This is an optimization exercise on Yosys and OpenROAD, whose aim is a short achievable clock period and few clock cycles per item, not a production implementation.
Only simulation tests tie the RTL to the original design; equivalence was not proved.

File: flow/config.mk
export PLATFORM = sky130hd
export DESIGN_NAME = ascon_perm_engine
export DESIGN_NICKNAME = ascon_perm_engine
export VERILOG_FILES = /design/flow/design.v
export SDC_FILE = /design/flow/constraint.sdc
export NUM_CORES = 4
export LEC_CHECK = 0
export CAP_MARGIN = 20
export CORE_MARGIN = 2
export CORE_UTILIZATION = 40
export SLEW_MARGIN = 20
File: flow/constraint.sdc
create_clock -name core_clock -period 8.0 [get_ports {clk}]
set_input_delay 1.6000 -clock core_clock [delete_from_list [all_inputs] [get_ports {clk}]]
set_output_delay 1.6000 -clock core_clock [all_outputs]
set_load 0.01 [all_outputs]
File: flow/design.v
`default_nettype none
module ascon_perm_engine #(
    parameter int UNROLL  = 2,
    parameter int SLICE_W = 64
) (
    input  logic         clk,
    input  logic         rst,
    input  logic         in_valid_i,
    output logic         in_ready_o,
    input  logic [3:0]   rounds_i,
    input  logic [319:0] state_i,
    output logic         out_valid_o,
    input  logic         out_ready_i,
    output logic [319:0] state_o,
    output logic         busy_o
);
    localparam int W = SLICE_W;
    typedef enum logic [1:0] {
        IDLE = 2'd0,
        RUN  = 2'd1,
        DONE = 2'd2
    } fsm_t;
    fsm_t         fsm_q;
    logic [319:0] st_q;
    logic [319:0] st_d;
    logic [3:0]   cnt_q;
    logic [3:0]   cnt_d;
    logic [3:0]   nr_q;
    logic [3:0]   nr_d;
    logic         ready_q;
    logic         valid_q;
    logic         busy_q;
    logic [319:0] w_r1;
    logic [319:0] w_r2;
    logic [3:0]   w_ridx;
    logic [3:0]   w_left;
    logic         w_two;
    logic         w_last;
    function automatic logic [W-1:0] ror(input logic [W-1:0] x, input int n);
        ror = (x >> n) | (x << (W - n));
    endfunction
    function automatic logic [319:0] round_f(input logic [319:0] s, input logic [3:0] r);
        logic [W-1:0] x0, x1, x2, x3, x4;
        logic [W-1:0] t0, t1, t2, t3, t4;
        x0 = s[4*W +: W];
        x1 = s[3*W +: W];
        x2 = s[2*W +: W];
        x3 = s[1*W +: W];
        x4 = s[0*W +: W];
        x2 = x2 ^ {{(W-8){1'b0}}, ~r, r};
        x0 = x0 ^ x4;
        x4 = x4 ^ x3;
        x2 = x2 ^ x1;
        t0 = ~x0 & x1;
        t1 = ~x1 & x2;
        t2 = ~x2 & x3;
        t3 = ~x3 & x4;
        t4 = ~x4 & x0;
        x0 = x0 ^ t1;
        x1 = x1 ^ t2;
        x2 = x2 ^ t3;
        x3 = x3 ^ t4;
        x4 = x4 ^ t0;
        x1 = x1 ^ x0;
        x0 = x0 ^ x4;
        x3 = x3 ^ x2;
        x2 = ~x2;
        x0 = x0 ^ ror(x0, 19) ^ ror(x0, 28);
        x1 = x1 ^ ror(x1, 61) ^ ror(x1, 39);
        x2 = x2 ^ ror(x2, 1)  ^ ror(x2, 6);
        x3 = x3 ^ ror(x3, 10) ^ ror(x3, 17);
        x4 = x4 ^ ror(x4, 7)  ^ ror(x4, 41);
        round_f = {x0, x1, x2, x3, x4};
    endfunction
    always_comb begin
        w_ridx = 4'd12 - nr_q + cnt_q;
        w_left = nr_q - cnt_q;
        w_r1   = round_f(st_q, w_ridx);
        w_r2   = round_f(w_r1, w_ridx + 4'd1);
        w_two  = (UNROLL == 2) && (w_left >= 4'd2);
        st_d   = w_two ? w_r2 : w_r1;
        cnt_d  = cnt_q + (w_two ? 4'd2 : 4'd1);
        w_last = (cnt_d == nr_q);
        nr_d   = ((rounds_i == 4'd0) || (rounds_i > 4'd12)) ? 4'd12 : rounds_i;
    end
    always_ff @(posedge clk) begin
        if (rst) begin
            fsm_q   <= IDLE;
            cnt_q   <= 4'd0;
            st_q    <= '0;
            nr_q    <= 4'd12;
            ready_q <= 1'b1;
            valid_q <= 1'b0;
            busy_q  <= 1'b0;
        end else begin
            case (fsm_q)
                IDLE: begin
                    if (in_valid_i) begin
                        st_q    <= state_i;
                        nr_q    <= nr_d;
                        cnt_q   <= 4'd0;
                        fsm_q   <= RUN;
                        ready_q <= 1'b0;
                        busy_q  <= 1'b1;
                    end
                end
                RUN: begin
                    st_q  <= st_d;
                    cnt_q <= cnt_d;
                    if (w_last) begin
                        fsm_q   <= DONE;
                        valid_q <= 1'b1;
                    end
                end
                DONE: begin
                    if (out_ready_i) begin
                        fsm_q   <= IDLE;
                        ready_q <= 1'b1;
                        valid_q <= 1'b0;
                        busy_q  <= 1'b0;
                    end
                end
                default: begin
                    fsm_q   <= IDLE;
                    ready_q <= 1'b1;
                    valid_q <= 1'b0;
                    busy_q  <= 1'b0;
                end
            endcase
        end
    end
    assign in_ready_o  = ready_q;
    assign out_valid_o = valid_q;
    assign busy_o      = busy_q;
    assign state_o     = st_q;
endmodule
`default_nettype wire
File: flow/run.sh
#!/bin/bash
# synth_recipe.tcl (not shown) runs the flow's synth.tcl, then flattens the netlist and writes it again
# the make line also repeats each setting of config.mk as NAME=value (left out here)
make -C /OpenROAD-flow-scripts/flow DESIGN_CONFIG=/design/flow/config.mk WORK_HOME=/design/flow/orfs CLKGATE_MAP_FILE= SYNTH_SCRIPT=/design/flow/synth_recipe.tcl finish
==> out/qor.csv, run 1 <==
stage,metric,value,unit
yosys,synth_top_family_by_area,XOR/XNOR gates,
sta,hold_viol,0,
sta,period_needed,6.77,ns
yosys,ys_seq_area_share,14.0,%
sta,slew_violations,0,
min_path,holdPathStages,2,
grt,grt_overflow,0,
finish,multi_input_area,0.0398,mm^2
yosys,yosysWarnings,1,
setup_path,rr_startpoint,cnt_q[1],
floorplan,core,0.118,mm^2
yosys,syn_nets,5686,
finish,nFillCells,11000,
routing,wl,335000,um
yosys,synthesis.area,0.0475,mm^2
yosys,ys_seq_elements,333,
finish,mostFrequentLayoutCell,xnor2_1,
yosys,synthCells,5090,
min_path,min_from,valid_q,
yosys,async_flop_share,0,%
yosys,synth_top_area_share,19.5,%
yosys,synth_area_leaders,"xnor3_1, xnor2_1, dfxtp_1",
sta,slew_headroom,8.85,%
yosys,synth_compound_area_share,11.2,%
placement,place.gp.congestion,1.20,
yosys,synthXorXnorAreaFrac,48.9,%
yosys,synth.avg_cell_area,9.33,um^2
setup_path,r2r-end,st_q[127],
grt,antenna_found_initial,46,
grt,grt_pass1_vias,43500,
routing,drc,0,
floorplan,die_h,349,um
floorplan,dieArea,0.122,mm^2
setup_path,crit_arrival,7.39,ns
setup_path,worst_path_most_repeated_cell,ha_1,
floorplan,initial_core_util,40.3,%
finish,final_area,0.0598,mm^2
finish,drive_above_1_share,8.55,%
sta,final.setup_skew,0.0390,ns
sta,setup_violations,0,
placement,io_buffers,650,
finish,nets,6418,
sta,fmax,148,MHz
yosys,synth.area.mux_share,4.60,%
routing,via_per_inst,6.43,
yosys,synth_area_leader_cell,xnor3_1,
yosys,synth_flop_cell,dfxtp_1,
setup_path,max_stage_delay,1.07,ns
cts,tritoncts,yes,
setup_path,crit_buf_inv,2,
setup_path,r2r_slack,1.23,ns
yosys,synth.distinct_cells,53,
job,cap_violations,0,
setup_path,required,8.62,ns
setup_path,crit_family,XOR/XNOR gates,
setup_path,worstPathMaxFanout,7,
finish,syn_to_final_growth,25.8,%
cts,cts-buffers-inserted,51,
cts,htreeDepth,2,
sta,tns,0,ns
setup_path,cp-start-kind,register,
cts,clock-sinks,333,
yosys,synthAdderAreaFrac,9.83,%
routing,drtPass1Iterations,6,
cts,cts.repair.resized,0,
sta,worstMarginPinSlew,1.36,ns
setup_path,crit_type,reg2reg,
cts,path_clk_slew,0.06,ns
routing,ant_nets,0,
floorplan,chipWidth,349,um
cts,post_cts_buffers,0,
routing,vias,47700,
floorplan,row_count,126,
min_path,hold_end,valid_q,
routing,drtIter0Drc,7426,
grt,grtUsageTotal,53.4,%
setup_path,crit_path_top_delay_cell,xor2_1,
setup_path,crit_path_end_kind,register,
setup_path,r2r_cells,15,
cts,cts-root-buf,clkbuf_16,
outcome,outcome,no timing/DRC/antenna violations,
cts,clock_latency,0.72,ns
sta,period_share,84.7,%
placement,dp_hpwl,280000,um
grt,grt_max_degree,133,
setup_path,crit_chain,inv_1 > ha_1 > ha_1 > inv_1 > fa_1 > xor2_1 > ha_1 > xnor2_1 > xor2_1 > xor3_1 > ha_1 > xnor2_1 > xor2_1 > xor3_1 > a21oi_1,
finish,ff_latch_area,0.00667,mm^2
grt,grt_pass1_wl,425000,um
cts,holdBufCountCts,0,
cts,cts_buffer_depth,3,
floorplan,io_pins,651,
min_path,hold_path_class,reg2reg,
routing,avgRoutedWirePerCell,45.1,um
yosys,synth-simple-area-share,7.26,%
placement,placed_area,0.0578,mm^2
sta,rsz0062_at_grt,false,
finish,layout_common_cells,"xnor2_1, clkdlybuf4s50_1, nand2_1",
yosys,synth_enable_flop_cells,0,
-- metal layers --
layer / wire [um] / vias up / GRT usage, %
met2: 132000 / 4102 / 73.9
met5: 226 / - / 0.560
met4: 34600 / 24 / 44.4
met1: 120000 / 23700 / 63.2
met3: 48000 / 1158 / 23.3
li1: - / 18800 / -
-- stage by stage --
step / worst slack [ns] / cells / utilization, % / hold slack [ns]
after global placement: 1.64 / 7295 / 48.8 / 0.470
final: 1.23 / 7425 / 50.7 / 0.490
after detailed placement: 1.58 / 7301 / 49.0 / 0.479
after CTS: 1.54 / 7393 / 50.5 / 0.486
after floorplan: 3.17 / 5090 / - / 0.473
after global routing: 1.28 / 7401 / 50.6 / 0.515
-- cells in the mapped netlist (4+ instances only) --
cell      instances
ha_1            266
mux2i_1         207
a21oi_1         350
o221ai_1         17
nand3_1           6
a21o_1           15
xor3_1           59
inv_1           324
buf_1            14
nand2b_1          6
xnor2_1        1007
nand2_1         599
o21ai_1           6
o21ai_0         270
a311oi_1         62
xnor3_1         411
and2_1            8
clkbuf_1        194
mux2_2            9
o22ai_1          17
nor3_1           10
nor2_1          151
xnor2_2          52
o22a_1           20
dfxtp_1         333
xor2_1          327
or3_1             4
a31oi_1          79
maj3_1          130
nor2b_1          60
a221o_1          47
-- sequential cells by signal, summed over array words and instances (netlist names) --
| register | flops |
|---|---|
| valid_q | 1 |
| busy_q | 1 |
| st_q | 320 |
| cnt_q | 4 |
| nr_q | 4 |
| ready_q | 1 |
| fsm_q | 2 |
-- tightest hold or removal path, delay by kind of cell, from the launching register on --
| family | cells | cell delay (ns) |
|---|---|---|
| compound gates | 1 | 0.05 |
| flops | 1 | 0.32 |
| simple gates | 1 | 0.07 |
-- worst max path at each step --
stage	slack, ns	cells past startpoint	to	from
6_report	1.23	15	st_q[127]	cnt_q[1]
3_5_place_dp	1.58	20	st_q[182]	cnt_q[1]
2_1_floorplan	3.17	18	st_q[108]	cnt_q[1]
3_3_place_gp	1.64	20	st_q[182]	cnt_q[1]
4_1_cts	1.54	20	st_q[182]	cnt_q[1]
5_1_grt	1.28	20	st_q[182]	cnt_q[1]
-- logic make-up (layout without fill, tap and decap cells) --
family,after synthesis,in the layout
AO/OA/AOI/OAI,897,897
XOR/XNOR,1858,1858
adder cells (fa/ha/maj),398,398
buffers and inverters,534,1305
flip-flops,333,333
multiplexers,217,217
other,0,28
AND/OR/NAND/NOR,853,853
-- final cells by class --
cell class | instances | area share (%)
multi-input cells | 4223 | 66.5
repair buffers | 888 | 14.1
flip-flops and latches | 333 | 11.2
well taps | 1536 | 3.21
clock buffers | 78 | 2.59
inverters | 325 | 2.04
clock inverters | 14 | 0.303
diodes | 28 | 0.117
Testbench counts, summed over its fixed seeds: cycles 8,498, items 1,280.
==> inputs of run 2 (changes only) <==
==> flow/design.v (replaced) <==
`default_nettype none
module ascon_perm_engine #(
    parameter int UNROLL  = 2,
    parameter int SLICE_W = 64
) (
    input  logic         clk,
    input  logic         rst,
    input  logic         in_valid_i,
    output logic         in_ready_o,
    input  logic [3:0]   rounds_i,
    input  logic [319:0] state_i,
    output logic         out_valid_o,
    input  logic         out_ready_i,
    output logic [319:0] state_o,
    output logic         busy_o
);
    localparam int W     = 64;
    localparam int NST   = 12;           
    localparam int FD    = 16;           
    localparam int FAW   = 4;            
    localparam int CAP   = FD + 1;       
    localparam int OCW   = 5;            
    function automatic logic [W-1:0] ror(input logic [W-1:0] x, input int n);
        ror = (x >> n) | (x << (W - n));
    endfunction
    function automatic logic [319:0] round_f(input logic [319:0] s, input logic [3:0] r);
        logic [W-1:0] x0, x1, x2, x3, x4;
        logic [W-1:0] t0, t1, t2, t3, t4;
        x0 = s[4*W +: W];
        x1 = s[3*W +: W];
        x2 = s[2*W +: W];
        x3 = s[1*W +: W];
        x4 = s[0*W +: W];
        x2 = x2 ^ {{(W-8){1'b0}}, ~r, r};
        x0 = x0 ^ x4;
        x4 = x4 ^ x3;
        x2 = x2 ^ x1;
        t0 = ~x0 & x1;
        t1 = ~x1 & x2;
        t2 = ~x2 & x3;
        t3 = ~x3 & x4;
        t4 = ~x4 & x0;
        x0 = x0 ^ t1;
        x1 = x1 ^ t2;
        x2 = x2 ^ t3;
        x3 = x3 ^ t4;
        x4 = x4 ^ t0;
        x1 = x1 ^ x0;
        x0 = x0 ^ x4;
        x3 = x3 ^ x2;
        x2 = ~x2;
        x0 = x0 ^ ror(x0, 19) ^ ror(x0, 28);
        x1 = x1 ^ ror(x1, 61) ^ ror(x1, 39);
        x2 = x2 ^ ror(x2, 1)  ^ ror(x2, 6);
        x3 = x3 ^ ror(x3, 10) ^ ror(x3, 17);
        x4 = x4 ^ ror(x4, 7)  ^ ror(x4, 41);
        round_f = {x0, x1, x2, x3, x4};
    endfunction
    logic [319:0]    p_q  [NST+1];
    logic [NST+1:0]  v_q;                
    logic [3:0]      code_q;             
    logic [NST-1:0]  m_q  [NST+1];       
    logic [NST-1:0]  m0;
    logic            ready_q;
    logic            fire_in;
    assign fire_in = in_valid_i & ready_q;
    always_comb begin
        for (int r = 0; r < NST; r++)
            m0[r] = (code_q == 4'd0) || (code_q > 4'd12) || (int'(code_q) >= NST - r);
    end
    always_ff @(posedge clk) begin
        p_q[0]  <= state_i;
        code_q  <= rounds_i;
        m_q[0]  <= '0;
        for (int k = 0; k < NST; k++) begin
            if ((k == 0 ? m0[k] : m_q[k][k]))
                p_q[k+1] <= round_f(p_q[k], 4'(k));
            else
                p_q[k+1] <= p_q[k];
            m_q[k+1] <= (k == 0) ? m0 : m_q[k];
        end
    end
    always_ff @(posedge clk) begin
        if (rst) v_q <= '0;
        else     v_q <= {v_q[NST:0], fire_in};
    end
    logic [319:0]  mem_q [FD];
    logic [FAW-1:0] wr_q, rd_q;
    logic [FAW:0]  fcnt_q;
    logic [319:0]  head_q;
    logic          hv_q;
    logic [OCW-1:0] occ_q;
    logic          busy_q;
    logic          deliver, head_free, from_fifo, in_pipe, to_fifo;
    logic [OCW-1:0] occ_d;
    assign deliver   = hv_q & out_ready_i;
    assign head_free = ~hv_q | out_ready_i;
    assign in_pipe   = v_q[NST];
    assign from_fifo = head_free & (fcnt_q != '0);
    assign to_fifo   = in_pipe & ~(head_free & (fcnt_q == '0));
    assign occ_d     = occ_q + OCW'(fire_in) - OCW'(deliver);
    always_ff @(posedge clk) begin
        if (to_fifo) mem_q[wr_q] <= p_q[NST];
        if (head_free) head_q <= (fcnt_q != '0) ? mem_q[rd_q] : p_q[NST];
    end
    always_ff @(posedge clk) begin
        if (rst) begin
            wr_q    <= '0;
            rd_q    <= '0;
            fcnt_q  <= '0;
            hv_q    <= 1'b0;
            occ_q   <= '0;
            busy_q  <= 1'b0;
            ready_q <= 1'b1;
        end else begin
            if (to_fifo)   wr_q <= wr_q + 1'b1;
            if (from_fifo) rd_q <= rd_q + 1'b1;
            fcnt_q  <= fcnt_q + (FAW+1)'(to_fifo) - (FAW+1)'(from_fifo);
            if (head_free) hv_q <= (fcnt_q != '0) | in_pipe;
            occ_q   <= occ_d;
            busy_q  <= (occ_d != '0);
            ready_q <= (occ_d < OCW'(CAP));
        end
    end
    assign in_ready_o  = ready_q;
    assign out_valid_o = hv_q;
    assign busy_o      = busy_q;
    assign state_o     = head_q;
endmodule
`default_nettype wire
==> out/qor.csv, run 2 <==
stage,metric,value,unit,change
outcome,firstError,ERROR: TCL interpreter returned an error: Source files actually used in the design:,,
outcome,stop_stage,synthesis (1_2_yosys),,
yosys,yosysWarnings,3,,+2
outcome,outcome,aborted with a tool error,,
Testbench counts of run 2, summed over its fixed seeds: cycles 1,392, items 1,280.
==> inputs of run 3 (changes only) <==
==> flow/design.v (replaced) <==
`default_nettype none
module ascon_perm_engine #(
    parameter int UNROLL  = 2,
    parameter int SLICE_W = 64
) (
    input  logic         clk,
    input  logic         rst,
    input  logic         in_valid_i,
    output logic         in_ready_o,
    input  logic [3:0]   rounds_i,
    input  logic [319:0] state_i,
    output logic         out_valid_o,
    input  logic         out_ready_i,
    output logic [319:0] state_o,
    output logic         busy_o
);
    localparam int W   = 64;
    localparam int NST = 12;             
    function automatic logic [W-1:0] ror(input logic [W-1:0] x, input int n);
        ror = (x >> n) | (x << (W - n));
    endfunction
    function automatic logic [319:0] round_f(input logic [319:0] s, input logic [3:0] r);
        logic [W-1:0] x0, x1, x2, x3, x4;
        logic [W-1:0] t0, t1, t2, t3, t4;
        x0 = s[4*W +: W];
        x1 = s[3*W +: W];
        x2 = s[2*W +: W];
        x3 = s[1*W +: W];
        x4 = s[0*W +: W];
        x2 = x2 ^ {{(W-8){1'b0}}, ~r, r};
        x0 = x0 ^ x4;
        x4 = x4 ^ x3;
        x2 = x2 ^ x1;
        t0 = ~x0 & x1;
        t1 = ~x1 & x2;
        t2 = ~x2 & x3;
        t3 = ~x3 & x4;
        t4 = ~x4 & x0;
        x0 = x0 ^ t1;
        x1 = x1 ^ t2;
        x2 = x2 ^ t3;
        x3 = x3 ^ t4;
        x4 = x4 ^ t0;
        x1 = x1 ^ x0;
        x0 = x0 ^ x4;
        x3 = x3 ^ x2;
        x2 = ~x2;
        x0 = x0 ^ ror(x0, 19) ^ ror(x0, 28);
        x1 = x1 ^ ror(x1, 61) ^ ror(x1, 39);
        x2 = x2 ^ ror(x2, 1)  ^ ror(x2, 6);
        x3 = x3 ^ ror(x3, 10) ^ ror(x3, 17);
        x4 = x4 ^ ror(x4, 7)  ^ ror(x4, 41);
        round_f = {x0, x1, x2, x3, x4};
    endfunction
    logic [NST:0][319:0]   p_q;
    logic [NST:0]          v_q;          
    logic [3:0]            code_q;       
    logic [NST:1][NST-1:0] m_q;          
    logic [NST-1:0]        m0;
    logic ready_q;                       
    logic en_q;                          
    logic fire_in;
    assign fire_in = in_valid_i & ready_q;
    always_comb begin
        for (int r = 0; r < NST; r++)
            m0[r] = (code_q == 4'd0) || (code_q > 4'd12) || (int'(code_q) >= NST - r);
    end
    always_ff @(posedge clk) begin
        if (ready_q) begin
            p_q[0] <= state_i;
            code_q <= rounds_i;
        end
        if (en_q) begin
            for (int k = 0; k < NST; k++) begin
                if ((k == 0) ? m0[0] : m_q[k][k])
                    p_q[k+1] <= round_f(p_q[k], 4'(k));
                else
                    p_q[k+1] <= p_q[k];
            end
            m_q[1] <= m0;
            for (int k = 1; k < NST; k++) m_q[k+1] <= m_q[k];
        end
    end
    logic [319:0] head_q, skid_q;
    logic         hv_q, sv_q, busy_q;
    logic         deliver, head_free, incoming;
    logic         hv_d, sv_d;
    logic [NST:0] v_d;
    assign deliver   = hv_q & out_ready_i;
    assign head_free = ~hv_q | out_ready_i;
    assign incoming  = en_q & v_q[NST];
    always_comb begin
        v_d = v_q;
        if (en_q) v_d[NST:1] = v_q[NST-1:0];
        if (en_q) v_d[0] = 1'b0;
        if (ready_q) v_d[0] = in_valid_i;
        if (head_free) begin
            hv_d = sv_q | incoming;
            sv_d = sv_q & incoming;
        end else begin
            hv_d = 1'b1;
            sv_d = sv_q | incoming;
        end
    end
    always_ff @(posedge clk) begin
        if (head_free) head_q <= sv_q ? skid_q : p_q[NST];
        if (head_free ? sv_q : ~sv_q) skid_q <= p_q[NST];
    end
    always_ff @(posedge clk) begin
        if (rst) begin
            v_q     <= '0;
            hv_q    <= 1'b0;
            sv_q    <= 1'b0;
            busy_q  <= 1'b0;
            ready_q <= 1'b1;
            en_q    <= 1'b0;
        end else begin
            v_q     <= v_d;
            hv_q    <= hv_d;
            sv_q    <= sv_d;
            busy_q  <= (|v_d) | hv_d;
            ready_q <= ~(hv_d & sv_d);
            en_q    <= ~(hv_d & sv_d);
        end
    end
    assign in_ready_o  = ready_q;
    assign out_valid_o = hv_q;
    assign busy_o      = busy_q;
    assign state_o     = head_q;
endmodule
`default_nettype wire
--- a/flow/config.mk
+++ b/flow/config.mk
@@ -7,5 +7,6 @@
 export LEC_CHECK = 0
 export CAP_MARGIN = 20
 export CORE_MARGIN = 2
-export CORE_UTILIZATION = 40
+export CORE_UTILIZATION = 55
+export SETUP_SLACK_MARGIN = 5
 export SLEW_MARGIN = 20
==> out/qor.csv, run 3 <==
stage,metric,value,unit,change
yosys,async_flop_share,0,%,
cts,holdBufCountCts,0,,
cts,htreeDepth,6,,
grt,grt_pass1_wl,3270000,um,
floorplan,io_pins,651,,
outcome,outcome,aborted with a tool error,,
yosys,synth.avg_cell_area,12.6,um^2,
yosys,ys_seq_area_share,38.3,%,
cts,cts-buffers-inserted,566,,
yosys,synth_area_leader_cell,edfxtp_1,,
outcome,stop_stage,global routing (5_1_grt),,
yosys,synthCells,30300,,
yosys,syn_nets,32200,,
floorplan,row_count,306,,
grt,grt_overflow,151,,
yosys,synth.distinct_cells,44,,
placement,place.gp.congestion,1.66,,
yosys,synth_area_leaders,"edfxtp_1, xnor3_1, xnor2_1",,
grt,grt_max_degree,186,,
yosys,yosysWarnings,1,,-2
yosys,synth_top_area_share,38.2,%,
floorplan,die_h,838,um,
yosys,synth_common_cells,"xnor2_1, edfxtp_1, xnor3_1",,
yosys,synth_flop_cell,edfxtp_1,,
cts,clock-sinks,4888,,
yosys,synthesis.area,0.382,mm^2,
floorplan,initial_core_util,55.1,%,
placement,dp_slack,2.50,ns,
grt,grt_pass1_vias,294000,,
placement,placed_cells,40400,,
yosys,yosysMostFrequentCell,xnor2_1,,
placement,placed_area,0.407,mm^2,
yosys,synth_enable_flop_cells,4870,,
placement,io_buffers,650,,
cts,cts_buffer_depth,4,,
cts,cts-root-buf,clkbuf_16,,
outcome,firstError,[ERROR GRT-0116] Global routing finished with congestion. Check the congestion regions in the DRC Viewer.,,
yosys,ys_seq_elements,4888,,
floorplan,chipWidth,838,um,
placement,dp_hpwl,1910000,um,
grt,grtUsageTotal,72.0,%,
==> run 3: metal layers <==
layer  GRT overflow  track usage, %
met3             64            61.1
met5              8            36.0
met2              9            85.2
met4              8            58.1
met1             62            76.8
==> run 3: cells by family after synthesis <==
| kind of cell | share of synthesized area [%] |
|---|---|
| muxes | 6.49 |
| adders and majority gates | 6.68 |
| other | 0.000981 |
| AOI/OAI and AO/OA | 3.68 |
| DFF | 38.3 |
| buffers and inverters | 2.92 |
| xor gates and xnor gates | 37.4 |
| and+or+nand+nor | 4.44 |
==> run 3: worst max path at each step <==
| stage | slack [ns] | end | startpoint | depth (start not counted) |
|---|---|---|---|---|
| floorplan | -19.68 | busy_q | en_q | 4 |
| global placement | 2.44 | skid_q[125] | out_ready_i | 6 |
| detailed placement | 2.50 | head_q[139] | out_ready_i | 7 |
| CTS | 3.82 | state_o[247] | head_q[247] | 1 |
==> run 3: repair_timing <==
item	4_1_cts
endpoints found under the hold margin	0
setup buffers	236
setup endpoints to repair	2647
resized for setup	2768
pin swaps	32
gates cloned	10
Testbench counts of run 3, summed over its fixed seeds: cycles 1,392, items 1,280.
==> inputs of run 4 (changes only) <==
--- a/flow/design.v
+++ b/flow/design.v
@@ -15,7 +15,8 @@
     output logic         busy_o
 );
     localparam int W   = 64;
-    localparam int NST = 12;             
+    localparam int RPS = 2;              
+    localparam int NS  = 12 / RPS;       
     function automatic logic [W-1:0] ror(input logic [W-1:0] x, input int n);
         ror = (x >> n) | (x << (W - n));
     endfunction
@@ -52,48 +53,51 @@
         x4 = x4 ^ ror(x4, 7)  ^ ror(x4, 41);
         round_f = {x0, x1, x2, x3, x4};
     endfunction
-    logic [NST:0][319:0]   p_q;
-    logic [NST:0]          v_q;          
-    logic [3:0]            code_q;       
-    logic [NST:1][NST-1:0] m_q;          
-    logic [NST-1:0]        m0;
+    function automatic logic [319:0] stage_f(input logic [319:0] s, input logic [11:0] m,
+                                             input int j);
+        logic [319:0] x;
+        x = s;
+        for (int i = 0; i < RPS; i++)
+            if (m[j*RPS+i]) x = round_f(x, 4'(j*RPS+i));
+        stage_f = x;
+    endfunction
+    function automatic logic [11:0] mask_f(input logic [3:0] code);
+        for (int r = 0; r < 12; r++)
+            mask_f[r] = (code == 4'd0) || (code > 4'd12) || (int'(code) >= 12 - r);
+    endfunction
+    logic [NS-1:1][319:0] p_q;
+    logic [NS-1:1][11:0]  m_q;
+    logic [NS-1:1]        v_q;
+    logic [319:0]         last;          
     logic ready_q;                       
     logic en_q;                          
-    logic fire_in;
-    assign fire_in = in_valid_i & ready_q;
-    always_comb begin
-        for (int r = 0; r < NST; r++)
-            m0[r] = (code_q == 4'd0) || (code_q > 4'd12) || (int'(code_q) >= NST - r);
-    end
     always_ff @(posedge clk) begin
         if (ready_q) begin
-            p_q[0] <= state_i;
-            code_q <= rounds_i;
+            p_q[1] <= stage_f(state_i, mask_f(rounds_i), 0);
+            m_q[1] <= mask_f(rounds_i);
         end
         if (en_q) begin
-            for (int k = 0; k < NST; k++) begin
-                if ((k == 0) ? m0[0] : m_q[k][k])
-                    p_q[k+1] <= round_f(p_q[k], 4'(k));
-                else
-                    p_q[k+1] <= p_q[k];
+            for (int k = 2; k < NS; k++) begin
+                p_q[k] <= stage_f(p_q[k-1], m_q[k-1], k-1);
+                m_q[k] <= m_q[k-1];
             end
-            m_q[1] <= m0;
-            for (int k = 1; k < NST; k++) m_q[k+1] <= m_q[k];
         end
     end
+    assign last = stage_f(p_q[NS-1], m_q[NS-1], NS-1);
     logic [319:0] head_q, skid_q;
     logic         hv_q, sv_q, busy_q;
-    logic         deliver, head_free, incoming;
+    logic         head_free, incoming;
     logic         hv_d, sv_d;
-    logic [NST:0] v_d;
-    assign deliver   = hv_q & out_ready_i;
+    logic [NS-1:1] v_d;
     assign head_free = ~hv_q | out_ready_i;
-    assign incoming  = en_q & v_q[NST];
+    assign incoming  = en_q & v_q[NS-1];
     always_comb begin
         v_d = v_q;
-        if (en_q) v_d[NST:1] = v_q[NST-1:0];
-        if (en_q) v_d[0] = 1'b0;
-        if (ready_q) v_d[0] = in_valid_i;
+        if (en_q) begin
+            v_d[1] = 1'b0;
+            for (int k = 2; k < NS; k++) v_d[k] = v_q[k-1];
+        end
+        if (ready_q) v_d[1] = in_valid_i;
         if (head_free) begin
             hv_d = sv_q | incoming;
             sv_d = sv_q & incoming;
@@ -103,8 +107,8 @@
         end
     end
     always_ff @(posedge clk) begin
-        if (head_free) head_q <= sv_q ? skid_q : p_q[NST];
-        if (head_free ? sv_q : ~sv_q) skid_q <= p_q[NST];
+        if (head_free) head_q <= sv_q ? skid_q : last;
+        if (head_free ? sv_q : ~sv_q) skid_q <= last;
     end
     always_ff @(posedge clk) begin
         if (rst) begin
==> out/qor.csv, run 4 <==
stage,metric,value,unit,change
yosys,yosysWarnings,1,,unchanged
outcome,firstError,"[ERROR DPL-0038] Utilization greater than 100%, impossible to legalize",,
yosys,async_flop_share,0,%,unchanged
placement,dp_slack,0.666,ns,-1.84 ns
cts,cts-buffers-inserted,274,,-52%
placement,place.gp.congestion,1.49,,-9.9%
yosys,synth_top_area_share,23.3,%,-15 points
cts,cts-root-buf,clkbuf_16,,
yosys,synth.avg_cell_area,10.3,um^2,-18%
yosys,synth_common_cells,"xnor2_1, xor2_1, edfxtp_1",,
yosys,synth_area_leaders,"edfxtp_1, xnor2_1, xnor3_1",,
cts,htreeDepth,5,,-1
placement,dp_hpwl,1670000,um,-13%
yosys,synth_flop_cell,edfxtp_1,,
yosys,synth.distinct_cells,88,,+100%
cts,cts.repair.resized,24900,,+800%
floorplan,io_pins,651,,unchanged
yosys,syn_nets,30200,,-6.3%
cts,cts_buffer_depth,4,,unchanged
floorplan,die_h,733,um,-12%
placement,placed_cells,36900,,-8.6%
yosys,ys_seq_area_share,23.4,%,-15 points
yosys,synthCells,28300,,-6.7%
yosys,yosysMostFrequentCell,xnor2_1,,
yosys,ys_seq_elements,2280,,-53%
cts,clock-sinks,2280,,-53%
yosys,synth_enable_flop_cells,2270,,-53%
cts,post_cts_buffers,9289,,+3800%
outcome,stop_stage,clock tree synthesis (4_1_cts),,
cts,holdBufCountCts,0,,unchanged
floorplan,row_count,267,,-13%
placement,io_buffers,650,,unchanged
floorplan,chipWidth,733,um,-12%
floorplan,initial_core_util,55.3,%,+0.14 points
yosys,synthesis.area,0.292,mm^2,-24%
yosys,synth_area_leader_cell,edfxtp_1,,
outcome,outcome,aborted with a tool error,,
-- run 4: changes by cell type after synthesis, moves of 865 or more --
cell      change
edfxtp_1   -2600
xnor2_1    +2056
xor2_1     +1246
mux2i_1    +1180
xnor3_1    -1082
a21oi_1     -908
inv_1       -865
-- run 4: worst max-delay path by stage --
| stage | from | end | cells past startpoint |
|---|---|---|---|
| after floorplan | en_q | busy_q | 4 |
| after global placement | state_i[203] | p_q[65] | 16 |
| after detailed placement | state_i[187] | p_q[181] | 12 |
-- run 4: cells by family after synthesis --
kind of cell / share of synthesized area (%)
xor+xnor: 44.5
buf+inv: 2.75
compound gates: 5.16
fa+ha+maj: 8.78
other cells: 0.00128
simple gates: 5.89
mux: 9.51
flops: 23.4
-- run 4: per-stage QoR --
step           setup TNS (ns)  instance area (um^2)
3_5_place_dp                0                321000
3_3_place_gp                0                320000
2_1_floorplan        -2446.66                292000
Testbench counts of run 4, summed over its fixed seeds: cycles 1,328, items 1,280.
==> inputs of run 5 (changes only) <==
--- a/flow/design.v
+++ b/flow/design.v
@@ -15,7 +15,7 @@
     output logic         busy_o
 );
     localparam int W   = 64;
-    localparam int RPS = 2;              
+    localparam int RPS = 1;              
     localparam int NS  = 12 / RPS;       
     function automatic logic [W-1:0] ror(input logic [W-1:0] x, input int n);
         ror = (x >> n) | (x << (W - n));
@@ -107,8 +107,9 @@
         end
     end
     always_ff @(posedge clk) begin
-        if (head_free) head_q <= sv_q ? skid_q : last;
-        if (head_free ? sv_q : ~sv_q) skid_q <= last;
+        if (!sv_q) skid_q <= last;
+        if (rst)            head_q <= '0;
+        else if (head_free) head_q <= sv_q ? skid_q : last;
     end
     always_ff @(posedge clk) begin
         if (rst) begin
--- a/flow/config.mk
+++ b/flow/config.mk
@@ -7,6 +7,6 @@
 export LEC_CHECK = 0
 export CAP_MARGIN = 20
 export CORE_MARGIN = 2
-export CORE_UTILIZATION = 55
+export CORE_UTILIZATION = 30
 export SETUP_SLACK_MARGIN = 5
 export SLEW_MARGIN = 20
==> out/qor.csv, run 5 <==
stage,metric,value,unit,change
outcome,outcome,aborted with a tool error,,
outcome,stop_stage,global routing (5_1_grt),,
outcome,firstError,[ERROR GRT-0116] Global routing finished with congestion. Check the congestion regions in the DRC Viewer.,,
cts,htreeDepth,6,,+1
yosys,yosysWarnings,1,,unchanged
placement,dp_slack,2.50,ns,+1.83 ns
yosys,synth_top_area_share,31.7,%,+8.4 points
floorplan,chipWidth,1070,um,+46%
yosys,synth.avg_cell_area,10.3,um^2,-0.23%
placement,place.gp.congestion,1.34,,-10%
yosys,async_flop_share,0,%,unchanged
grt,grt_pass1_vias,291000,,
yosys,synthesis.area,0.340,mm^2,+16%
yosys,synth_area_leaders,"edfxtp_1, xnor2_1, xor2_1",,
yosys,synthCells,33000,,+17%
placement,io_buffers,650,,unchanged
cts,cts-root-buf,clkbuf_16,,
yosys,synth.distinct_cells,63,,-28%
grt,grt_pass1_wl,3350000,um,
yosys,synth_enable_flop_cells,3586,,+58%
floorplan,row_count,391,,+46%
yosys,ys_seq_area_share,35.5,%,+12 points
grt,grt_overflow,1,,
placement,placed_cells,49200,,+33%
grt,grt_max_degree,221,,
yosys,synth_area_leader_cell,edfxtp_1,,
placement,placed_area,0.383,mm^2,+19%
yosys,synth_common_cells,"xnor2_1, edfxtp_1, xor2_1",,
placement,dp_hpwl,2020000,um,+21%
floorplan,die_h,1070,um,+46%
grt,grtUsageTotal,45.6,%,
floorplan,io_pins,651,,unchanged
cts,holdBufCountCts,0,,unchanged
yosys,yosysMostFrequentCell,xnor2_1,,
yosys,synth_flop_cell,edfxtp_1,,
yosys,ys_seq_elements,4242,,+86%
floorplan,initial_core_util,30.0,%,-25 points
cts,cts_buffer_depth,5,,+1
yosys,syn_nets,34800,,+15%
cts,cts-buffers-inserted,572,,+110%
cts,clock-sinks,4242,,+86%
-- run 5: cell count changes after synthesis, sizes merged, moves of 291 or more --
cell / previous run / this run
mux2i: 1892 / 258
a21oi: 1209 / 2585
edfxtp: 2270 / 3586
nor2: 1642 / 2857
inv: 1359 / 2312
xnor2: 7645 / 8562
xor2: 2577 / 3337
dfxtp: 10 / 656
xnor3: 1510 / 867
clkbuf: 514 / 805
-- run 5: logic make-up after synthesis --
kind of cell | count (synthesis) | synth area share (%)
AOI/OAI and AO/OA | 4399 | 7.13
xor gates and xnor gates | 12800 | 37.0
adders and majority gates | 2162 | 7.50
buffers and inverters | 3226 | 3.59
DFF | 4242 | 35.5
muxes | 1107 | 3.57
other | 1 | 0.00110
and+or+nand+nor | 5034 | 5.69
-- run 5: worst min path at each step --
stage,start,to,slack [ns]
floorplan,m_q[93],m_q[105],0.40
global placement,m_q[18],m_q[30],0.40
detailed placement,m_q[30],m_q[42],0.40
CTS,m_q[59],m_q[71],0.38
-- run 5: per-layer routing --
layer / track usage (%) / overflow
met5: 12.8 / 0
met4: 49.2 / 1
met3: 31.1 / 0
met2: 59.7 / 0
met1: 44.6 / 0
-- run 5: repair_timing --
item                        CTS
setup endpoints to repair  4494
pin swaps                   157
buffers inserted            605
resized for setup          3958
cloned                       21
Testbench counts of run 5, summed over its fixed seeds: cycles 1,376, items 1,280.
==> inputs of run 6 (changes only) <==
--- a/flow/design.v
+++ b/flow/design.v
@@ -71,8 +71,10 @@
     logic [319:0]         last;          
     logic ready_q;                       
     logic en_q;                          
+    logic en1;                           
+    assign en1 = en_q | ~v_q[1];
     always_ff @(posedge clk) begin
-        if (ready_q) begin
+        if (en1) begin
             p_q[1] <= stage_f(state_i, mask_f(rounds_i), 0);
             m_q[1] <= mask_f(rounds_i);
         end
--- a/flow/config.mk
+++ b/flow/config.mk
@@ -6,7 +6,10 @@
 export NUM_CORES = 4
 export LEC_CHECK = 0
 export CAP_MARGIN = 20
+export CELL_PAD_IN_SITES_DETAIL_PLACEMENT = 1
+export CELL_PAD_IN_SITES_GLOBAL_PLACEMENT = 1
 export CORE_MARGIN = 2
-export CORE_UTILIZATION = 30
+export CORE_UTILIZATION = 20
+export PLACE_DENSITY = 0.4
 export SETUP_SLACK_MARGIN = 5
 export SLEW_MARGIN = 20
==> out/qor.csv, run 6 <==
stage,metric,value,unit,change
outcome,outcome,no timing/DRC/antenna violations,,
routing,ant_nets,0,,
cts,cts_buffer_depth,5,,unchanged
routing,drc,0,,
setup_path,crit_buf_inv,1,,
yosys,synth_area_leader_cell,edfxtp_1,,
grt,antenna_found_initial,470,,
yosys,synthAdderAreaFrac,7.52,%,+0.020 points
routing,drtPass1Iterations,6,,
finish,reg_top3,"p_q: 3520 flops, head_q: 320 flops, skid_q: 320 flops",,
yosys,synth-simple-area-share,5.71,%,+0.017 points
yosys,synth.distinct_cells,56,,-11%
yosys,synth.avg_cell_area,10.3,um^2,about the same
grt,grtUsageTotal,32.5,%,
grt,grt_pass1_wl,3490000,um,
finish,largest_register_ffs,3520,,
sta,period_needed,3.43,ns,
placement,dp_slack,2.40,ns,-0.100 ns
yosys,synth_area_leaders,"edfxtp_1, xnor2_1, xor2_1",,
finish,syn_to_final_growth,31.6,%,
yosys,synthCells,33000,,-0.024%
setup_path,max_stage_delay,0.45,ns,
yosys,synth_top_family_by_area,XOR/XNOR gates,,
sta,fmax,292,MHz,
yosys,synthesis.area,0.340,mm^2,-0.12%
floorplan,core,1.69,mm^2,
min_path,hold_path_class,reg2reg,,
floorplan,dieArea,1.71,mm^2,
grt,grt_pass1_vias,277000,,
yosys,async_flop_share,0,%,unchanged
setup_path,worstPathMaxFanout,2,,
setup_path,required,6.40,ns,
sta,slew_violations,0,,
sta,fin_ws,4.57,ns,
placement,placed_cells,56700,,+15%
yosys,synth_top_area_share,31.7,%,+0.037 points
yosys,ys_seq_area_share,35.6,%,+0.042 points
sta,setup_violations,0,,
sta,period_share,42.8,%,
yosys,synthXorXnorAreaFrac,36.9,%,-0.054 points
setup_path,crit_path_top_delay_cell,dfxtp_4,,
sta,tns,0,ns,
yosys,ys_seq_elements,4242,,unchanged
yosys,synth_compound_area_share,7.09,%,-0.033 points
cts,clock_latency,1.27,ns,
placement,place.gp.congestion,0.968,,-28%
setup_path,crit_family,flip-flops,,
routing,vias,280000,,
setup_path,cp-start-kind,register,,
grt,grt_overflow,0,,
yosys,synth_enable_flop_cells,3586,,unchanged
yosys,yosysWarnings,1,,unchanged
yosys,synth_common_cells,"xnor2_1, edfxtp_1, xor2_1",,
cts,holdBufCountCts,0,,unchanged
yosys,synth_flop_cell,edfxtp_1,,
finish,layout.cells.non_filler,59800,,
finish,layout_common_cells,"xnor2_1, edfxtp_1, nor2_1",,
sta,rsz0062_at_grt,true,,
routing,drtIter0Drc,32300,,
setup_path,crit_path_end_kind,output pin,,
floorplan,io_pins,651,,unchanged
placement,io_buffers,650,,unchanged
finish,mostFrequentLayoutCell,xnor2_1,,
cts,path_clk_slew,0.06,ns,
cts,htreeDepth,6,,unchanged
finish,drive_above_1_share,22.2,%,
setup_path,crit_arrival,1.83,ns,
setup_path,crit_type,reg2out,,
grt,grt_max_degree,171,,
placement,dp_hpwl,2470000,um,+22%
setup_path,crit_chain,buf_6,,
cts,cts-buffers-inserted,625,,+9.3%
cts,tritoncts,yes,,
sta,worstMarginPinSlew,1.24,ns,
yosys,yosysMostFrequentCell,xnor2_1,,
yosys,synth.area.mux_share,3.58,%,+0.0079 points
cts,cts-root-buf,clkbuf_16,,
job,cap_violations,0,,
floorplan,row_count,478,,+22%
sta,final.setup_skew,0.0966,ns,
finish,largest-register,p_q,,
finish,nets,37800,,
floorplan,die_h,1310,um,+22%
floorplan,initial_core_util,20.1,%,-10 points
routing,avgRoutedWirePerCell,48.1,um,
cts,clock-sinks,4242,,unchanged
floorplan,chipWidth,1310,um,+22%
sta,slew_headroom,17.0,%,
routing,wl,2880000,um,
yosys,syn_nets,34800,,-0.023%
routing,via_per_inst,4.68,,
sta,hold_slack,0.413,ns,
sta,hold_viol,0,,
-- run 6: final cells by class --
type                       instances  area [um^2]
antenna                          808         2020
clock buffer                     751        16500
clock inverter                   388         4290
fill                          188000      1250000
inverter                        2313         8720
multi-input combinational      25500       231000
sequential                      4242       122000
tap                            22600        28200
timing repair buffer            3258        34300
-- run 6: logic make-up (layout without fill, tap and decap cells) --
kind of cell	count (synthesis)	after routing
xor gates and xnor gates	12800	12800
and+or+nand+nor	5042	5044
adders and majority gates	2166	2166
muxes	1107	1107
AOI/OAI and AO/OA	4378	4378
other	1	809
DFF	4242	4242
buffers and inverters	3225	6710
-- run 6: timing repair --
| item | 4_1_cts | 5_1_grt |
|---|---|---|
| endpoints found under the setup margin | 5034 | 1136 |
| gates resized for setup | 4836 | 515 |
| pin swaps | 116 | 84 |
| setup buffers | 1057 | 134 |
| cloned | 22 | 6 |
-- run 6: metrics by stage --
stage               area [um^2]  utilization [%]
CTS                      440000             26.0
floorplan                340000                -
detailed placement       387000             22.9
global placement         385000             22.7
finish                   447000             26.4
global route             446000             26.4
-- run 6: path summary, 6_finish.rpt --
path,slack (ns),endpoint,startpoint,cells past startpoint
worst max-delay path,4.57,state_o[240],head_q[240],1
worst min-delay path,0.41,m_q[58],m_q[46],0
worst max register to register,4.64,p_q[1569],p_q[1057],6
worst min register to register,0.41,m_q[58],m_q[46],0
-- run 6: layer usage --
| layer | vias up | GRT usage [%] | wire, um |
|---|---|---|---|
| met5 | - | 0 | 859 |
| met4 | 118 | 20.6 | 217000 |
| met3 | 3372 | 4.39 | 151000 |
| met2 | 11600 | 54.6 | 1370000 |
| met1 | 149000 | 39.1 | 1140000 |
| li1 | 116000 | - | - |
Testbench counts of run 6, summed over its fixed seeds: cycles 1,376, items 1,280.
==> inputs of run 7 (changes only) <==
==> flow/design.v (replaced) <==
`default_nettype none
module ascon_perm_engine #(
    parameter int UNROLL  = 2,
    parameter int SLICE_W = 64
) (
    input  logic         clk,
    input  logic         rst,
    input  logic         in_valid_i,
    output logic         in_ready_o,
    input  logic [3:0]   rounds_i,
    input  logic [319:0] state_i,
    output logic         out_valid_o,
    input  logic         out_ready_i,
    output logic [319:0] state_o,
    output logic         busy_o
);
    localparam int W  = 64;
    localparam int NE = 4;               
    localparam int PW = 2;               
    function automatic logic [W-1:0] ror(input logic [W-1:0] x, input int n);
        ror = (x >> n) | (x << (W - n));
    endfunction
    function automatic logic [319:0] round_f(input logic [319:0] s, input logic [3:0] r);
        logic [W-1:0] x0, x1, x2, x3, x4;
        logic [W-1:0] t0, t1, t2, t3, t4;
        x0 = s[4*W +: W];
        x1 = s[3*W +: W];
        x2 = s[2*W +: W];
        x3 = s[1*W +: W];
        x4 = s[0*W +: W];
        x2 = x2 ^ {{(W-8){1'b0}}, ~r, r};
        x0 = x0 ^ x4;
        x4 = x4 ^ x3;
        x2 = x2 ^ x1;
        t0 = ~x0 & x1;
        t1 = ~x1 & x2;
        t2 = ~x2 & x3;
        t3 = ~x3 & x4;
        t4 = ~x4 & x0;
        x0 = x0 ^ t1;
        x1 = x1 ^ t2;
        x2 = x2 ^ t3;
        x3 = x3 ^ t4;
        x4 = x4 ^ t0;
        x1 = x1 ^ x0;
        x0 = x0 ^ x4;
        x3 = x3 ^ x2;
        x2 = ~x2;
        x0 = x0 ^ ror(x0, 19) ^ ror(x0, 28);
        x1 = x1 ^ ror(x1, 61) ^ ror(x1, 39);
        x2 = x2 ^ ror(x2, 1)  ^ ror(x2, 6);
        x3 = x3 ^ ror(x3, 10) ^ ror(x3, 17);
        x4 = x4 ^ ror(x4, 7)  ^ ror(x4, 41);
        round_f = {x0, x1, x2, x3, x4};
    endfunction
    logic [NE-1:0][319:0] s_q;
    logic [NE-1:0][3:0]   r_q;           
    logic [NE-1:0]        run_q;         
    logic [NE-1:0]        done_q;        
    logic [PW-1:0]        wp_q, rp_q;
    logic                 ready_q, hv_q, busy_q;
    logic [319:0]         head_q;
    logic                 fire_in, head_free, take;
    logic [3:0]           r0;
    logic [NE-1:0]        run_d, done_d;
    logic [PW-1:0]        wp_d, rp_d;
    logic                 hv_d;
    assign fire_in   = in_valid_i & ready_q;
    assign head_free = ~hv_q | out_ready_i;
    assign take      = head_free & done_q[rp_q];
    assign r0        = ((rounds_i == 4'd0) || (rounds_i > 4'd12)) ? 4'd0 : 4'd12 - rounds_i;
    always_comb begin
        run_d  = run_q;
        done_d = done_q;
        for (int i = 0; i < NE; i++)
            if (run_q[i] && r_q[i] == 4'd11) begin
                run_d[i]  = 1'b0;
                done_d[i] = 1'b1;
            end
        if (take) done_d[rp_q] = 1'b0;
        if (fire_in) run_d[wp_q] = 1'b1;
        wp_d = wp_q + PW'(fire_in);
        rp_d = rp_q + PW'(take);
        hv_d = take | (hv_q & ~out_ready_i);
    end
    always_ff @(posedge clk) begin
        for (int i = 0; i < NE; i++) begin
            if (fire_in && wp_q == PW'(i)) begin
                s_q[i] <= state_i;
                r_q[i] <= r0;
            end else if (run_q[i]) begin
                s_q[i] <= round_f(s_q[i], r_q[i]);
                r_q[i] <= r_q[i] + 4'd1;
            end
        end
        if (rst)       head_q <= '0;
        else if (take) head_q <= s_q[rp_q];
    end
    always_ff @(posedge clk) begin
        if (rst) begin
            run_q   <= '0;
            done_q  <= '0;
            wp_q    <= '0;
            rp_q    <= '0;
            hv_q    <= 1'b0;
            busy_q  <= 1'b0;
            ready_q <= 1'b1;
        end else begin
            run_q   <= run_d;
            done_q  <= done_d;
            wp_q    <= wp_d;
            rp_q    <= rp_d;
            hv_q    <= hv_d;
            busy_q  <= (|run_d) | (|done_d) | hv_d;
            ready_q <= ~run_d[wp_d] & ~done_d[wp_d];
        end
    end
    assign in_ready_o  = ready_q;
    assign out_valid_o = hv_q;
    assign busy_o      = busy_q;
    assign state_o     = head_q;
endmodule
`default_nettype wire
==> out/qor.csv, run 7 <==
stage,metric,value,unit,change
min_path,hold_end,head_q[174],,
yosys,ys_seq_elements,1631,,-62%
yosys,yosysWarnings,1,,unchanged
grt,use_met3,9.78,%,+5.4 points
finish,drive_above_1_share,29.5,%,+7.3 points
placement,dp_slack,2.96,ns,+0.562 ns
yosys,syn_nets,12800,,-63%
sta,fmax,307,MHz,+5.3%
floorplan,core,0.666,mm^2,-61%
sta,hold_slack,0.457,ns,+0.0444 ns
routing,avgRoutedWirePerCell,60.2,um,+25%
setup_path,r2r_cells,5,,-1
placement,placed_area,0.167,mm^2,-57%
min_path,holdPathStages,2,,+2
finish,nFillCells,73200,,-61%
finish,largest_register_ffs,1280,,-64%
yosys,synth_common_cells,"xnor2_1, nand2_1, edfxtp_1",,
sta,final.setup_skew,0.0893,ns,-0.00728 ns
min_path,hold_path_class,reg2reg,,
cts,cts-buffers-inserted,266,,-57%
grt,grt-busiest-layer,met2,,
floorplan,row_count,300,,-37%
cts,tritoncts,yes,,
floorplan,io_pins,651,,unchanged
setup_path,rr_startpoint,s_q[1241],,
cts,path_clk_slew,0.06,ns,about the same
grt,grt_max_degree,112,,-35%
setup_path,crit_path_top_delay_cell,xor2_4,,
setup_path,crit_chain,xnor2_1 > nand2_1 > xor2_4 > xnor3_1 > o21ai_0,,
cts,clock-sinks,1631,,-62%
finish,fin_util,27.8,%,+1.4 points
sta,tns,0,ns,unchanged
setup_path,crit_family,XOR/XNOR gates,,
yosys,synthCells,12000,,-64%
sta,worstMarginPinSlew,1.39,ns,+0.159 ns
finish,mostFrequentLayoutCell,nand2_1,,
setup_path,r2r-end,s_q[985],,
cts,cts_buffer_depth,4,,-1
routing,wl,1400000,um,-51%
finish,syn_to_final_growth,38.8,%,
floorplan,dieArea,0.674,mm^2,-61%
grt,met1_usage,53.1,%,+14 points
routing,drc,0,,unchanged
setup_path,crit_arrival,4.04,ns,+2.21 ns
yosys,synth.avg_cell_area,11.2,um^2,+8.4%
finish,reg_top3,"s_q: 1280 flops, head_q: 320 flops, r_q: 16 flops",,
routing,vias,121000,,-57%
setup_path,crit_buf_inv,0,,-1
grt,grt_pass1_wl,1640000,um,-53%
finish,layout_common_cells,"nand2_1, edfxtp_1, buf_4",,
setup_path,required,8.79,ns,+2.39 ns
yosys,ys_seq_area_share,34.2,%,-1.4 points
sta,rsz0062_at_grt,true,,
min_path,min_from,head_q[174],,
floorplan,die_h,821,um,-37%
sta,period_share,40.7,%,-2.2 points
setup_path,cp-start-kind,register,,
sta,setup_violations,0,,unchanged
cts,holdBufCountCts,0,,unchanged
grt,grt_overflow,0,,unchanged
cts,clock_latency,1.09,ns,-0.18 ns
yosys,yosysMostFrequentCell,xnor2_1,,
placement,dp_hpwl,1170000,um,-52%
setup_path,r2r_slack,4.75,ns,+0.11 ns
job,cap_violations,0,,unchanged
sta,hold_viol,0,,unchanged
sta,fin_ws,4.75,ns,+0.174 ns
yosys,synth_top_area_share,29.2,%,-2.5 points
setup_path,max_stage_delay,0.61,ns,+0.16 ns
floorplan,initial_core_util,20.0,%,about the same
setup_path,worstPathMaxFanout,3,,+1
finish,nets,14600,,-61%
placement,place.gp.congestion,1.08,,+12%
setup_path,crit_path_end_kind,register,,
cts,htreeDepth,5,,-1
yosys,synth_enable_flop_cells,1296,,-64%
grt,use_met2,58.1,%,+3.5 points
finish,final_area,0.185,mm^2,-59%
yosys,synth_area_leader_cell,edfxtp_1,,
outcome,outcome,no timing/DRC/antenna violations,,
yosys,synth.distinct_cells,44,,-21%
grt,grtUsageTotal,40.2,%,+7.8 points
finish,largest-register,s_q,,
grt,antenna_found_initial,390,,-17%
yosys,synth_area_leaders,"edfxtp_1, xnor3_1, xnor2_1",,
routing,ant_nets,0,,unchanged
sta,period_needed,3.25,ns,-0.174 ns
placement,io_buffers,650,,unchanged
grt,grt_pass1_vias,109000,,-61%
cts,cts-root-buf,clkbuf_16,,
routing,via_per_inst,5.19,,+11%
yosys,synth_flop_cell,edfxtp_1,,
yosys,synthesis.area,0.133,mm^2,-61%
setup_path,crit_type,reg2reg,,
routing,drtIter0Drc,18400,,-43%
floorplan,chipWidth,821,um,-37%
yosys,async_flop_share,0,%,unchanged
sta,slew_violations,0,,unchanged
routing,drtPass1Iterations,6,,unchanged
sta,slew_headroom,7.06,%,-10 points
[run 7: changes by cell type after synthesis, sizes merged, moves of 321 or more]
cell,previous run,this run
a21oi,2583,872
clkbuf,820,283
dfxtp,656,335
edfxtp,3586,1296
ha,1536,519
inv,2312,734
maj3,630,215
mux2,859,136
mux4,0,321
nor2,2967,665
xnor2,8512,1935
xor2,3393,617
[run 7: metal layers]
layer / share of wire (%) / wire length, um
met3: 8.5 / 119000
met5: 0.068 / 958
met1: 42 / 586000
met4: 7.9 / 111000
met2: 42 / 583000
[run 7: through the flow]
| step | std cells |
|---|---|
| floorplan | 12000 |
| global placement | 22100 |
| detailed placement | 22100 |
| CTS | 22800 |
| global route | 23100 |
| finish | 23300 |
[run 7: kinds of logic (layout without fill, tap and decap cells)]
family | after synthesis | in the layout | share of synthesized area (%)
AO/OA/AOI/OAI | 1657 | 1657 | 6.23
XOR/XNOR | 3601 | 3601 | 34.7
adder cells (fa/ha/maj) | 734 | 734 | 6.48
buffers and inverters | 1188 | 3222 | 3.45
flip-flops | 1631 | 1631 | 34.2
multiplexers | 602 | 602 | 7.66
other | 0 | 377 | 0
AND/OR/NAND/NOR | 2541 | 2545 | 7.24
[run 7: worst max path at each step]
stage,startpoint,endpoint,slack [ns],cells after the start
after floorplan,in_valid_i,r_q[10],2.92,5
after global placement,in_valid_i,s_q[81],2.96,6
after detailed placement,in_valid_i,s_q[77],2.96,6
after CTS,head_q[292],state_o[292],4.77,1
after global routing,head_q[286],state_o[286],4.83,1
final,s_q[1241],s_q[985],4.75,5
[run 7: timing repair]
action,in CTS,in global routing
endpoints found under the hold margin,0,0
setup buffers,202,100
setup endpoints to repair,2565,606
pin swaps,106,39
cloned,19,6
resized for setup,2479,100
[run 7: layout make-up]
| type | count | area (um^2) | share of cell area (%) |
|---|---|---|---|
| multi-input cells | 9139 | 95600 | 51.6 |
| flip-flops and latches | 1631 | 46000 | 24.9 |
| repair buffers | 2004 | 19900 | 10.7 |
| well taps | 8909 | 11100 | 6.02 |
| clock buffers | 360 | 7400 | 4.00 |
| inverters | 734 | 2770 | 1.49 |
| clock inverters | 124 | 1390 | 0.753 |
| diodes | 377 | 943 | 0.509 |
[run 7: worst reg2reg max path, cell delays in order (launching register included)]
cell,delay (ns)
edfxtp_1,0.60
xnor2_1,0.43
nand2_1,0.19
xor2_4,0.61
xnor3_1,0.55
o21ai_0,0.57
Testbench counts of run 7, summed over its fixed seeds: cycles 4,038, items 1,280.

afterwards: timing with drivers on the ports:
How much do the figures lean on ideal ports? The routed layouts below were timed once more, with nothing changed but the port constraints.
Step 1 (the two cells are an assumption about what drives the block):
set clk [get_ports {clk}]
set_driving_cell -lib_cell sky130_fd_sc_hd__clkbuf_16 $clk
set_driving_cell -lib_cell sky130_fd_sc_hd__buf_2 [delete_from_list [all_inputs] $clk]
Step 2 also shifts input and output timing later by t, the mid clock arrival at the registers, as if the neighbouring blocks saw the same clock.
a / b / c = ideal / step 1 / step 2; a / b = the first two.
run	t, ns	setup WS [ns]	worst hold slack (ns)
run 1	0.792	1.225 / 1.225 / 1.225	0.490 / 0.490 / 0.490
run 6	1.401	4.574 / 4.383 / 3.633	0.413 / 0.413 / 0.413
run 7	1.194	4.747 / 4.695 / 3.668	0.457 / 0.457 / 0.457
After both steps setup and hold are still met in every run listed. The setup slack of run 7, which loses most, moves by -0.052 ns with the drivers and by -1.079 ns with both steps.
